What follows belongs to an exercise in optimizing a design on an open flow for small area; a production flow would make more cautious choices. Function was checked by simulation only, so behaviour that the tests miss may differ from the original. Power figures rest on the tool's default switching activity, not on a simulated workload.

job 5692:
Design cpu_top, start of the top module:
module cpu_top (
    input  wire        clock,
    input  wire        reset,
    input  wire        enable,
    output wire [31:0] imem_addr,
    input  wire [31:0] imem_data,
    output wire        commit_valid,
    output wire [4:0]  commit_rd,
    output wire [31:0] commit_value
);
    reg  [31:1] pc;              
    reg         f_v;             
    reg  [31:4] f_ins;           
    reg         e_wb;            
    reg         e_br;            
    reg         e_sw;            
    reg         e_sub;           
    reg  [2:0]  e_f3;            
    reg  [4:0]  e_rd;
    reg  [31:0] e_a;
    reg  [31:0] e_b;
    reg         m_wb;
    reg  [4:0]  m_rd;
    reg  [31:0] m_res;
    reg         c_v;
    reg  [4:0]  c_rd;
    reg  [31:0] c_val;
    reg  [991:0]  rf_q;          
    reg  [2047:0] ram_q;         
    wire [31:0] iw    = imem_data;
    wire [2:0]  iw_f3 = iw[14:12];
    wire [6:0]  iw_f7 = iw[31:25];
    wire        known = (iw[6:0] == 7'b0110011 &&
                         ((iw_f7 == 7'h00 && (iw_f3 == 3'b000 || iw_f3 == 3'b010 ||
                                              iw_f3 == 3'b100 || iw_f3 == 3'b110 ||
                                              iw_f3 == 3'b111)) ||
                          (iw_f7 == 7'h20 && iw_f3 == 3'b000))) ||
                        (iw[6:0] == 7'b0010011 && iw_f3 == 3'b000) ||    
                        (iw[6:0] == 7'b0000011 && iw_f3 == 3'b010) ||    
                        (iw[6:0] == 7'b0100011 && iw_f3 == 3'b010) ||    
                        (iw[6:0] == 7'b1100011 && iw_f3 == 3'b000);      
    wire [2:0]  f3  = f_ins[14:12];
    wire [4:0]  rs1 = f_ins[19:15];
    wire [4:0]  rs2 = f_ins[24:20];
    wire [4:0]  rd  = f_ins[11:7];
    wire i_beq = f_ins[6];
    wire i_lw  = !f_ins[6] && !f_ins[5] && !f_ins[4];
  ...
Settings: LEC_CHECK=0, CAP_MARGIN=10, CORE_MARGIN=2, CORE_UTILIZATION=60, CTS_BUF_LIST=sky130_fd_sc_hd__clkbuf_16, CTS_CLUSTER_DIAMETER=50, CTS_CLUSTER_SIZE=30, PLACE_DENSITY=0.7, SETUP_SLACK_MARGIN=0.1, SLEW_MARGIN=10, SYNTH_HIERARCHICAL=1; clock period 5.0 ns.
standard.sh (not shown) runs the stock make flow with config.mk's settings and CLKGATE_MAP_FILE= SYNTH_SCRIPT=/design/flow/synth_recipe.tcl, a recipe that flattens the netlist after the stock synthesis.
==> flow/flow/run.sh <==
#!/bin/bash
# Layout flow: the standard ORFS flow (standard.sh, so synthesis,
# floorplan, power grid and tap cells are the standard flow's) with three
# changes: the clock tree uses clkbuf_16 leaves over larger clusters and no
# dummy loads, ports are buffered with buf_1, and after global routing gates
# off the critical paths are downsized (power recovery).
# All tool output goes to standard.log here; ORFS's own per-step logs are
# under orfs/logs.
set -uo pipefail
export CTS_ARGS="-sink_clustering_enable -repair_clock_nets -dont_use_dummy_load -buf_list sky130_fd_sc_hd__clkbuf_16 -sink_clustering_size 30 -sink_clustering_max_diameter 50"
export BUFFER_PORTS_ARGS="-buffer_cell sky130_fd_sc_hd__buf_1"
export RECOVER_POWER=100
bash standard.sh > standard.log 2>&1
Status job 5692: flow complete, layout not clean - capacitance limit, slew limit, setup timing
Edits applied to the flow inputs when going from job 5692 to job 7272:
==> flow/flow/run.sh <==
#!/bin/bash
# Layout flow: the standard ORFS flow (standard.sh, so synthesis,
# floorplan, power grid, tap cells, placement and routing are the standard
# flow's) with two changes: the clock tree uses clkbuf_8 buffers over clusters
# of up to 15 flip-flops and no dummy loads, and ports are buffered with
# buf_1.  All tool output goes to standard.log here; ORFS's own per-step logs
# are under orfs/logs.
set -uo pipefail
export CTS_ARGS="-sink_clustering_enable -repair_clock_nets -dont_use_dummy_load -buf_list sky130_fd_sc_hd__clkbuf_8 -sink_clustering_size 15 -sink_clustering_max_diameter 60"
export BUFFER_PORTS_ARGS="-buffer_cell sky130_fd_sc_hd__buf_1"
bash standard.sh > standard.log 2>&1
Findings:
Of job 5692 and job 7272, only job 7272 finishes the flow clean.
The flow for job 5692 finished, though final verification flagged capacitance limit, slew limit, setup timing.
Looking at switching share of total power across job 5692 and job 7272, the one that comes out lower is job 5692.
Worst relative slew slack: job 7272 vs job 5692 up 110 points
The power in job 7272 was lower than what job 5692 gave.
Density: job 7272 sparser than job 5692
Summary — combined global-route utilization of all metal layers, job 7272 relative to job 5692: lower, by 0.23 points.
Design area delta for job 7272 relative to job 5692: 1500 µm² lower
Re global-route wire length before repair: job 5692 was higher than job 7272.
Between job 5692 and job 7272, the difference in sequential cell count of the final layout is negligible.
#### Input delta (job 5932 over job 7272)
==> flow/flow/run.sh <==
#!/bin/bash
# Layout flow: the standard ORFS flow (standard.sh, so synthesis,
# floorplan, power grid, tap cells, placement and routing are the standard
# flow's) with two changes: the clock tree uses clkbuf_8 buffers over clusters
# of up to 16 flip-flops and no dummy loads, and ports are buffered with
# buf_1.  All tool output goes to standard.log here; ORFS's own per-step logs
# are under orfs/logs.
set -uo pipefail
export CTS_ARGS="-sink_clustering_enable -repair_clock_nets -dont_use_dummy_load -buf_list sky130_fd_sc_hd__clkbuf_8 -sink_clustering_size 16 -sink_clustering_max_diameter 60"
export BUFFER_PORTS_ARGS="-buffer_cell sky130_fd_sc_hd__buf_1"
bash standard.sh > standard.log 2>&1
==> comparison <==
- In job 5932, maximum vdd drop is higher than in job 7272.
- Timing-limited maximum frequency, job 7272 and job 5932: lower on job 7272
- Clock power in job 5932 vs job 7272: down about 8%
- Compare job 7272 and job 5932 | slack of the worst reg-to-reg path higher: job 5932
- On job 5932: clock group share of total power is 1.6 points lower than what job 7272 gave.
- Core utilization: job 5932 lower than job 7272
- Count of plain and timing-repair buffers of job 7272 is on par with job 5932.
- Compared with job 7272, job 5932 shows a final non-filler cell area that is 0.42% lower.
The following lists how job 9806 was set up differently from job 5932:
==> flow/run.sh (new file) <==
#!/bin/bash
# synth_recipe.tcl (not shown) runs the flow's synth.tcl, then flattens the netlist and writes it again
# the make line also repeats each setting of config.mk as NAME=value (left out here)
make -C /OpenROAD-flow-scripts/flow DESIGN_CONFIG=/design/flow/config.mk WORK_HOME=/design/flow/orfs CLKGATE_MAP_FILE= SYNTH_SCRIPT=/design/flow/synth_recipe.tcl finish
removed: flow/flow/run.sh
removed: flow/standard.sh
### Flow results
- Compared with job 5932, in job 9806 critical path depth fell 1, post-place instance area rose 480 µm², depth of the worst register-to-register path fell 1.
- Delta (job 9806 minus job 5932): cell area went up about 4.6%, met2 wire length increased 1.1%, vias per cell comparable.
- Count of clock-buffer cells in the layout: job 9806 > job 5932
- In the reports for job 5932 and job 9806, the smaller first-pass GRT wire length belongs to job 5932.
- Leakage power: job 5932 and job 9806 compared, lower one is job 5932
--- input diff job 9806..job 7977 ---
Settings: changing CTS_CLUSTER_SIZE from 30 to 24; changing CTS_CLUSTER_DIAMETER from 50 to 80.
==> notes.md <==
Going from job 9806 to job 7977, maximum ir drop on the vdd rail shrinks by 0.0059 mV.
Comparing sum of routed wire length over all layers for job 9806 and job 7977, the smaller number came from job 7977.
Job 7977 against job 9806: clock network power has decreased; combinational power was more or less identical.
Job 7977 ended with less clock skew than job 9806.
Job 7977 does better than job 9806 on final area.
Re first-pass GRT wire length: job 9806 and job 7977 aren't equal, and the higher value belongs to job 9806.
Of job 9806 and job 7977, the run reporting the lower total global-route track usage was job 7977.
Job 7977 vs. job 9806: core occupancy in the finished layout moved down; total met2 wirelength after detailed routing moved down.
Job 7977: data arrival at the endpoint of the critical path 140 ps below job 9806

[afterwards: timing with drivers on the ports]
The results above use ideal ports. As a check the final layouts listed here were re-extracted and re-timed, cells and wires unchanged.
Step 1 assumes that a clkbuf_16 drives the clock port and a buf_2 every other input.
Step 2 moves the port delays by t, midway between the first and last clock arrival at a register: inputs arrive t later, outputs are due t later. That takes back most of the time a late clock gives input paths.
Three values: ideal ports, drivers, drivers and shift; two values: the first two.
run	t (ns)	slack for setup (ns)	latest minus earliest clock arrival (ns)
job 5692	1.024	-0.006 / -0.006 / -0.731	0.114 / 0.114
job 7272	1.147	0.159 / 0.159 / 0.159	0.113 / 0.113
job 5932	1.093	0.192 / 0.192 / 0.192	0.130 / 0.130
job 9806	1.002	0.088 / 0.088 / 0.088	0.092 / 0.092
job 7977	0.968	0.194 / 0.194 / 0.194	0.058 / 0.058
The setup slack of job 5692, which loses most, moves by 0.000 ns with the drivers and by -0.725 ns with both steps.
